This design comes from an exercise in tuning for small area and a short achievable clock period on the open sky130 flow, not from production work.
At most, simulation tests tie the RTL to the original design; equivalence was not proved.

## the baseline
==> flow/design.v <==
package md_pkg;
  localparam logic [2:0] MD_NONE  = 3'd0;
  localparam logic [2:0] MD_MULT  = 3'd1;
  localparam logic [2:0] MD_MULTU = 3'd2;
  localparam logic [2:0] MD_DIV   = 3'd3;
  localparam logic [2:0] MD_DIVU  = 3'd4;
  localparam logic [2:0] MD_MTHI  = 3'd5;
  localparam logic [2:0] MD_MTLO  = 3'd6;
  function automatic logic md_is_mul(input logic [2:0] op);
    md_is_mul = op == MD_MULT || op == MD_MULTU;
  endfunction
  function automatic logic md_is_div(input logic [2:0] op);
    md_is_div = op == MD_DIV || op == MD_DIVU;
  endfunction
  function automatic logic md_is_multdiv(input logic [2:0] op);
    md_is_multdiv = md_is_mul(op) || md_is_div(op);
  endfunction
  function automatic logic [31:0] md_cneg(input logic [31:0] x, input logic s);
    logic any;
    any = 1'b0;
    for (int i = 0; i < 32; i++) begin
      md_cneg[i] = x[i] ^ (s & any);
      any        = any | x[i];
    end
  endfunction
endpackage
module md_brow
(
  input  logic [31:0] p,
  input  logic [32:0] x,
  input  logic [2:0]  m,
  output logic [31:0] pn,
  output logic [1:0]  o
);
  logic        one, two, neg;
  logic [33:0] xs, ad, pe, s;
  logic [34:0] c;
  assign one  = m[1] ^ m[0];
  assign two  = m[2] ? !m[1] && !m[0] : m[1] && m[0];
  assign neg  = m[2];
  assign xs   = {x[32], x};
  assign ad   = (({34{one}} & xs) | ({34{two}} & {xs[32:0], 1'b0})) ^ {34{neg}};
  assign pe   = {{2{p[31]}}, p};
  assign c[0] = neg;
  for (genvar i = 0; i < 34; i++) begin : g_fa
    assign s[i]   = pe[i] ^ ad[i] ^ c[i];
    assign c[i+1] = (pe[i] & ad[i]) | (c[i] & (pe[i] | ad[i]));
  end
  assign o  = s[1:0];
  assign pn = s[33:2];
endmodule
module md_drow
(
  input  logic [31:0] r,
  input  logic        bin,
  input  logic [31:0] xd,
  input  logic        cin,
  output logic [31:0] rn,
  output logic        q
);
  logic [32:0] rp;
  logic [31:0] t;
  logic [32:0] c;
  assign rp   = {r, bin};
  assign c[0] = cin;
  for (genvar i = 0; i < 32; i++) begin : g_fa
    assign t[i]   = rp[i] ^ xd[i] ^ c[i];
    assign c[i+1] = (rp[i] & xd[i]) | (c[i] & (rp[i] | xd[i]));
  end
  assign q  = rp[32] | c[32];
  assign rn = q ? t : rp[31:0];
endmodule
module muldiv_ctrl
#(
  parameter int MULT_CYCLES = 5,
  parameter int DIV_CYCLES  = 10
) (
  input  logic        clk,
  input  logic        reset_n,
  input  logic        start,
  input  logic [2:0]  op,
  input  logic [31:0] a,
  input  logic [31:0] b,
  input  logic        IntReq,
  output logic        busy,
  output logic        md_stall,
  output logic [31:0] hi,
  output logic [31:0] lo
);
  logic [3:0]  cnt;
  logic [31:0] x;       
  logic [31:0] p;       
  logic [31:0] y;       
  logic        f_div, f_sgn, f_cin, f_negq, f_negr, f_dz, f_q31, f_q30;
  logic is_mul, is_div, sgn, accept, last;
  assign is_mul   = md_pkg::md_is_mul(op);
  assign is_div   = md_pkg::md_is_div(op);
  assign sgn      = op == md_pkg::MD_MULT || op == md_pkg::MD_DIV;
  assign busy     = cnt != 4'd0;
  assign md_stall = busy || (start && md_pkg::md_is_multdiv(op));
  assign accept   = start && !IntReq && !busy && op != md_pkg::MD_NONE;
  assign last     = cnt == 4'd1;
  logic [31:0] xi;      
  logic [5:0]  yi;      
  logic [4:0]  ym;      
  logic        si;      
  logic        f_ov;    
  logic [31:0] mp [0:3];
  logic [5:0]  mo;
  assign xi    = busy ? x : b;
  assign yi    = busy ? y[11:6] : a[5:0];
  assign si    = busy ? f_sgn : sgn;
  assign ym    = {last ? {2{si & yi[1]}} : yi[3:2], yi[1:0], busy & f_ov};
  assign mp[0] = busy ? p : 32'd0;
  for (genvar r = 0; r < 3; r++) begin : g_mrow
    md_brow u_row (
      .p (mp[r]),
      .x ({si & xi[31], xi}),
      .m (r == 2 ? {yi[5:4], ym[4]} : ym[2*r+2:2*r]),
      .pn(mp[r+1]),
      .o (mo[2*r+1:2*r])
    );
  end
  logic [31:0] dr [0:3];
  logic [2:0]  dq;
  assign dr[0] = p;
  for (genvar r = 0; r < 3; r++) begin : g_drow
    md_drow u_row (
      .r  (dr[r]),
      .bin(y[29-r]),
      .xd (x),
      .cin(f_cin),
      .rn (dr[r+1]),
      .q  (dq[2-r])
    );
  end
  logic        negb;
  logic [31:0] am;      
  logic [1:0]  dl;      
  logic        dsmall;  
  logic        d1, d2, d3, q31, q30;
  logic [1:0]  r2;
  assign negb   = sgn && b[31];
  assign am     = md_pkg::md_cneg(busy ? {f_q31, f_q30, y[26:0], dq} : a,
                                  busy ? f_negq : is_div && sgn && a[31]);
  assign dl     = negb ? {b[1] ^ b[0], b[0]} : b[1:0];
  assign dsmall = negb ? &b[31:2] : ~|b[31:2];
  assign d1     = dsmall && dl == 2'd1;
  assign d2     = dsmall && dl == 2'd2;
  assign d3     = dsmall && dl == 2'd3;
  assign q31    = d1 && am[31];
  assign q30    = d1 ? am[30] : d2 ? am[31] : d3 && am[31] && am[30];
  assign r2     = (d1 || d2 && am[31] || d3 && am[31] && am[30]) ? {1'b0, d2 && am[30]} :
                  d2 ? {1'b0, am[30]} : am[31:30];
  always_ff @(posedge clk) begin
    f_ov <= yi[5];
    if (!busy) begin
      f_div  <= is_div;
      f_sgn  <= sgn;
      f_cin  <= !negb;
      f_negq <= sgn && (a[31] ^ b[31]);
      f_negr <= sgn && a[31];
      f_dz   <= b == 32'd0;
      f_q31  <= q31;
      f_q30  <= q30;
      x      <= b ^ {32{is_div && !negb}};
      p      <= is_div ? {30'd0, r2} : mp[3];
      y      <= {am[31:6], is_div ? am[5:0] : mo};
    end else if (f_div) begin
      p <= dr[3];
      y <= {y[28:0], dq};
    end else begin
      p <= mp[3];
      y <= {mo, y[31:12], y[5:0]};
    end
  end
  always_ff @(posedge clk or negedge reset_n) begin
    if (!reset_n) begin
      cnt <= 4'd0;
      hi  <= 32'd0;
      lo  <= 32'd0;
    end else begin
      if (busy)
        cnt <= cnt - 4'd1;
      else if (accept && is_mul)
        cnt <= 4'(MULT_CYCLES);
      else if (accept && is_div)
        cnt <= 4'(DIV_CYCLES);
      if (accept && op == md_pkg::MD_MTHI)
        hi <= a;
      if (accept && op == md_pkg::MD_MTLO)
        lo <= am;
      if (last && !f_div) begin
        hi <= {mp[2][29:0], mo[3:2]};
        lo <= {mo[1:0], y[31:8], y[5:0]};
      end
      if (last && f_div && !f_dz) begin
        hi <= md_pkg::md_cneg(dr[3], f_negr);
        lo <= am;
      end
    end
  end
endmodule
export LEC_CHECK = 0
export ABC_AREA = 1
export CAP_MARGIN = 40
export CORE_MARGIN = 2
export CORE_UTILIZATION = 40
export CTS_BUF_LIST = sky130_fd_sc_hd__clkbuf_8
export SLEW_MARGIN = 20
create_clock -name core_clock -period 120.0 [get_ports {clk}]
standard.sh (not shown) runs the stock make flow with config.mk's settings and CLKGATE_MAP_FILE= SYNTH_SCRIPT=/design/flow/synth_recipe.tcl, a recipe that flattens the netlist after the stock synthesis.
==> flow/flow/run.sh <==
#!/bin/bash
set -euo pipefail
cp standard.sh standard.sh.txt
export BUFFER_PORTS_ARGS="-buffer_cell sky130_fd_sc_hd__buf_1"
bash standard.sh > standard.log 2>&1
Setup changes, the baseline to the candidate
--- a/flow/design.v
+++ b/flow/design.v
@@ -142,6 +142,5 @@
   logic [1:0]  r2;
   assign negb   = sgn && b[31];
-  assign am     = md_pkg::md_cneg(busy ? {f_q31, f_q30, y[26:0], dq} : a,
-                                  busy ? f_negq : is_div && sgn && a[31]);
+  assign am     = md_pkg::md_cneg(a, is_div && sgn && a[31]);
   assign dl     = negb ? {b[1] ^ b[0], b[0]} : b[1:0];
   assign dsmall = negb ? &b[31:2] : ~|b[31:2];
@@ -190,5 +189,5 @@
         hi <= a;
       if (accept && op == md_pkg::MD_MTLO)
-        lo <= am;
+        lo <= a;
       if (last && !f_div) begin
         hi <= {mp[2][29:0], mo[3:2]};
@@ -197,5 +196,5 @@
       if (last && f_div && !f_dz) begin
         hi <= md_pkg::md_cneg(dr[3], f_negr);
-        lo <= am;
+        lo <= md_pkg::md_cneg({f_q31, f_q30, y[26:0], dq}, f_negq);
       end
     end
Results
Re number of hold buffers added after cts: no difference whatsoever between the baseline and the candidate.
The cell count in the baseline is 0.944 times that in the candidate.
Taking the baseline as the reference, in the candidate wire length of the first global-routing pass went up by about 6%, signed area change from the synthesized netlist to the final layout went down by 0.23 points, setup slack of the critical path after layout went down by 0.53 ns, critical path depth went up by 1.


RTL: the design.v shown in full above, as it stands there.
==> flow/config.mk <==
export PLATFORM = sky130hd
export DESIGN_NAME = muldiv_ctrl
export DESIGN_NICKNAME = muldiv_ctrl
export VERILOG_FILES = /design/flow/design.v
export SDC_FILE = /design/flow/constraint.sdc
export NUM_CORES = 4
export LEC_CHECK = 0
export ABC_AREA = 1
export CAP_MARGIN = 40
export CORE_MARGIN = 2
export CORE_UTILIZATION = 40
export SLEW_MARGIN = 20
==> flow/constraint.sdc <==
create_clock -name core_clock -period 120.0 [get_ports {clk}]
set_input_delay 24.0000 -clock core_clock [delete_from_list [all_inputs] [get_ports {clk}]]
set_output_delay 24.0000 -clock core_clock [all_outputs]
set_load 0.01 [all_outputs]
==> flow/flow/run.sh <==
#!/bin/bash
set -euo pipefail
cp standard.sh standard.sh.txt
export BUFFER_PORTS_ARGS="-buffer_cell sky130_fd_sc_hd__buf_1"
export SETUP_SLACK_MARGIN=72
export SETUP_MOVE_SEQUENCE="unbuffer,sizeup,swap,clone"
bash standard.sh > standard.log 2>&1
Next try:
--- a/flow/design.v
+++ b/flow/design.v
@@ -107,7 +107,7 @@
   logic        f_ov;    
   logic [31:0] mp [0:3];
   logic [5:0]  mo;
-  assign xi    = busy ? x : b;
+  assign xi    = (x & {32{busy}}) | ((b ^ {32{is_div && !(sgn && b[31])}}) & {32{!busy}});
   assign yi    = busy ? y[11:6] : a[5:0];
   assign si    = busy ? f_sgn : sgn;
   assign ym    = {last ? {2{si & yi[1]}} : yi[3:2], yi[1:0], busy & f_ov};
@@ -152,6 +152,7 @@
   assign q30    = d1 ? am[30] : d2 ? am[31] : d3 && am[31] && am[30];
   assign r2     = (d1 || d2 && am[31] || d3 && am[31] && am[30]) ? {1'b0, d2 && am[30]} :
                   d2 ? {1'b0, am[30]} : am[31:30];
+  always_ff @(posedge clk) x <= xi;
   always_ff @(posedge clk) begin
     f_ov <= yi[5];
     if (!busy) begin
@@ -163,7 +164,6 @@
       f_dz   <= b == 32'd0;
       f_q31  <= q31;
       f_q30  <= q30;
-      x      <= b ^ {32{is_div && !negb}};
       p      <= is_div ? {30'd0, r2} : mp[3];
       y      <= {am[31:6], is_div ? am[5:0] : mo};
     end else if (f_div) begin
Outcome: Area after synthesis fell by about 1%; first-iteration DRC count rises by about 4%; worst setup slack improved by 0.035 ns; cell area shrinks by about 1%; die area decreases by 0.94%.


muldiv_ctrl, a different RTL version from the one above (not shown whole).
Size: roughly 170 flip-flops, roughly 140 I/O pins, about 0.022 mm2 of cells after synthesis.
==> module muldiv_ctrl, before the edit <==
module muldiv_ctrl
#(
  parameter int MULT_CYCLES = 5,
  parameter int DIV_CYCLES  = 10
) (
  input  logic        clk,
  input  logic        reset_n,
  input  logic        start,
  input  logic [2:0]  op,
  input  logic [31:0] a,
  input  logic [31:0] b,
  input  logic        IntReq,
  output logic        busy,
  output logic        md_stall,
  output logic [31:0] hi,
  output logic [31:0] lo
);
  logic [3:0]  cnt;
  logic [31:0] x;       
  logic [32:0] p;       
  logic [34:0] y;       
  logic        f_div, f_sgn, f_cin, f_negq, f_negr, f_dz;
  logic is_mul, is_div, sgn, accept, last, adv;
  assign is_mul   = md_pkg::md_is_mul(op);
  assign is_div   = md_pkg::md_is_div(op);
  assign sgn      = op == md_pkg::MD_MULT || op == md_pkg::MD_DIV;
  assign busy     = cnt != 4'd0;
  assign md_stall = busy || (start && md_pkg::md_is_multdiv(op));
  assign accept   = start && !IntReq && !busy && op != md_pkg::MD_NONE;
  assign last     = cnt == 4'd1;
  logic [32:0] mp [0:7];
  logic [6:0]  mo;
  logic [32:0] xm;
  assign xm    = {f_sgn & x[31], x};
  assign mp[0] = p;
  for (genvar r = 0; r < 7; r++) begin : g_mrow
    md_mrow u_row (
      .p  (mp[r]),
      .x  (xm),
      .y  (y[r]),
      .neg(r == 3 ? (f_sgn & last & y[r]) : 1'b0),
      .pn (mp[r+1]),
      .o  (mo[r])
    );
  end
  logic [34:0] ym_n;
  assign ym_n = {mo, y[34:7]};
  logic [31:0] dr [0:4];
  logic [3:0]  dq;
  assign dr[0] = p[31:0];
  for (genvar r = 0; r < 4; r++) begin : g_drow
    md_drow u_row (
      .r  (dr[r]),
      .bin(y[31-r]),
      .xd (x),
      .cin(f_cin),
      .rn (dr[r+1]),
      .q  (dq[3-r])
    );
  end
  assign adv = !f_div || cnt > 4'd2;
  always_ff @(posedge clk) begin
    if (!busy) begin
      f_div  <= is_div;
      f_sgn  <= sgn;
      f_cin  <= !(sgn && b[31]);
      f_negq <= sgn && (a[31] ^ b[31]);
      f_negr <= sgn && a[31];
      f_dz   <= b == 32'd0;
      x      <= is_div ? (b ^ {32{!(sgn && b[31])}}) : a;
      p      <= 33'd0;
      y      <= {3'b000, is_div ? md_pkg::md_cneg(a, sgn && a[31]) : b};
    end else if (adv) begin
      if (f_div) begin
        p <= {1'b0, dr[4]};
        y <= {3'b000, y[27:0], dq};
      end else begin
        p <= mp[7];
        y <= ym_n;
      end
    end
  end
  always_ff @(posedge clk or negedge reset_n) begin
    if (!reset_n) begin
      cnt <= 4'd0;
      hi  <= 32'd0;
      lo  <= 32'd0;
    end else begin
      if (busy)
        cnt <= cnt - 4'd1;
      else if (accept && is_mul)
        cnt <= 4'(MULT_CYCLES);
      else if (accept && is_div)
        cnt <= 4'(DIV_CYCLES);
      if (accept && op == md_pkg::MD_MTHI)
        hi <= a;
      if (accept && op == md_pkg::MD_MTLO)
        lo <= a;
      if (last && !f_div) begin
        hi <= {mp[7][28:0], ym_n[34:32]};
        lo <= ym_n[31:0];
      end
      if (last && f_div && !f_dz) begin
        hi <= md_pkg::md_cneg(p[31:0], f_negr);
        lo <= md_pkg::md_cneg(y[31:0], f_negq);
      end
    end
  end
endmodule
make LEC_CHECK=0 CAP_MARGIN=40 CORE_MARGIN=2 CORE_UTILIZATION=40 SLEW_MARGIN=20 finish   # period 120.0 ns
run.sh (not shown) runs the stock make flow with config.mk's settings and CLKGATE_MAP_FILE= SYNTH_SCRIPT=/design/flow/synth_recipe.tcl, a recipe that flattens the netlist after the stock synthesis.
Stock flow here: none of the scripts above is used.
The baseline finished with timing, DRC and antenna clean.
==> next run, changes <==
--- a/flow/design.v
+++ b/flow/design.v
@@ -88,5 +88,5 @@
   logic [34:0] y;       
   logic        f_div, f_sgn, f_cin, f_negq, f_negr, f_dz;
-  logic is_mul, is_div, sgn, accept, last, adv;
+  logic is_mul, is_div, sgn, accept, last;
   assign is_mul   = md_pkg::md_is_mul(op);
   assign is_div   = md_pkg::md_is_div(op);
@@ -113,8 +113,8 @@
   logic [34:0] ym_n;
   assign ym_n = {mo, y[34:7]};
-  logic [31:0] dr [0:4];
-  logic [3:0]  dq;
+  logic [31:0] dr [0:3];
+  logic [2:0]  dq;
   assign dr[0] = p[31:0];
-  for (genvar r = 0; r < 4; r++) begin : g_drow
+  for (genvar r = 0; r < 3; r++) begin : g_drow
     md_drow u_row (
       .r  (dr[r]),
@@ -123,27 +123,41 @@
       .cin(f_cin),
       .rn (dr[r+1]),
-      .q  (dq[3-r])
+      .q  (dq[2-r])
     );
   end
-  assign adv = !f_div || cnt > 4'd2;
+  logic        negb;
+  logic [31:0] am;      
+  logic [1:0]  dl;      
+  logic        dsmall;  
+  logic        d1, d2, d3, q31, q30;
+  logic [1:0]  r2;
+  assign negb   = sgn && b[31];
+  assign am     = md_pkg::md_cneg(a, sgn && a[31]);
+  assign dl     = negb ? {b[1] ^ b[0], b[0]} : b[1:0];
+  assign dsmall = negb ? &b[31:2] : ~|b[31:2];
+  assign d1     = dsmall && dl == 2'd1;
+  assign d2     = dsmall && dl == 2'd2;
+  assign d3     = dsmall && dl == 2'd3;
+  assign q31    = d1 && am[31];
+  assign q30    = d1 ? am[30] : d2 ? am[31] : d3 && am[31] && am[30];
+  assign r2     = (d1 || d2 && am[31] || d3 && am[31] && am[30]) ? {1'b0, d2 && am[30]} :
+                  d2 ? {1'b0, am[30]} : am[31:30];
   always_ff @(posedge clk) begin
     if (!busy) begin
       f_div  <= is_div;
       f_sgn  <= sgn;
-      f_cin  <= !(sgn && b[31]);
+      f_cin  <= !negb;
       f_negq <= sgn && (a[31] ^ b[31]);
       f_negr <= sgn && a[31];
       f_dz   <= b == 32'd0;
-      x      <= is_div ? (b ^ {32{!(sgn && b[31])}}) : a;
-      p      <= 33'd0;
-      y      <= {3'b000, is_div ? md_pkg::md_cneg(a, sgn && a[31]) : b};
-    end else if (adv) begin
-      if (f_div) begin
-        p <= {1'b0, dr[4]};
-        y <= {3'b000, y[27:0], dq};
-      end else begin
-        p <= mp[7];
-        y <= ym_n;
-      end
+      x      <= is_div ? (b ^ {32{!negb}}) : a;
+      p      <= is_div ? {31'd0, r2} : 33'd0;
+      y      <= is_div ? {3'b000, am[29:0], q31, q30} : {3'b000, b};
+    end else if (f_div) begin
+      p <= {1'b0, dr[3]};
+      y <= {3'b000, y[28:0], dq};
+    end else begin
+      p <= mp[7];
+      y <= ym_n;
     end
   end
@@ -169,6 +183,6 @@
       end
       if (last && f_div && !f_dz) begin
-        hi <= md_pkg::md_cneg(p[31:0], f_negr);
-        lo <= md_pkg::md_cneg(y[31:0], f_negq);
+        hi <= md_pkg::md_cneg(dr[3], f_negr);
+        lo <= md_pkg::md_cneg({y[28:0], dq}, f_negq);
       end
     end
Sequential share of layout area came out lower by 1.4 points; setup slack is better by 6.8 ns; first-iteration DRC count rises by 4.1%; cell count grows by 7.3%; die area rose by 0.91%; non-clock buffer count rises by 7.
No functional check of the RTL was part of any run of this note.

[separate check: timing with driven ports]
The results above use ideal ports. As a check the final layouts listed here were re-extracted and re-timed, cells and wires unchanged. Step 1 sets driving cells, clkbuf_16 on the clock port and buf_2 on the other inputs (assumed; they add their load-dependent delay and slew). Step 2 also shifts input and output timing later by t, the mid clock arrival at the registers, as if the neighbouring blocks saw the same clock. Slacks: no drivers / after step 1 / after step 2; pairs: no drivers / after step 1.
| run | t (ns) | slack for setup (ns) | worst hold slack (ns) |
|---|---|---|---|
| the baseline | 0.600 | 71.029 / 71.005 / 71.005 | 0.487 / 0.487 / 0.487 |
| the candidate | 0.585 | 70.503 / 70.481 / 70.481 | 0.491 / 0.491 / 0.491 |
| the first run of note 2 | 0.526 | 71.323 / 71.272 / 71.272 | 0.482 / 0.482 / 0.482 |
| the second run of note 2 | 0.524 | 71.358 / 71.304 / 71.304 | 0.479 / 0.479 / 0.479 |
| the first run of note 3 | 0.520 | 63.511 / 63.511 / 63.511 | 0.483 / 0.483 / 0.483 |
| the second run of note 3 | 0.514 | 70.298 / 70.274 / 70.274 | 0.486 / 0.486 / 0.486 |
After both steps every run listed still meets setup and hold. For the second run of note 2, which loses most, drivers alone change the setup slack by -0.054 ns; drivers and shift together by -0.054 ns.
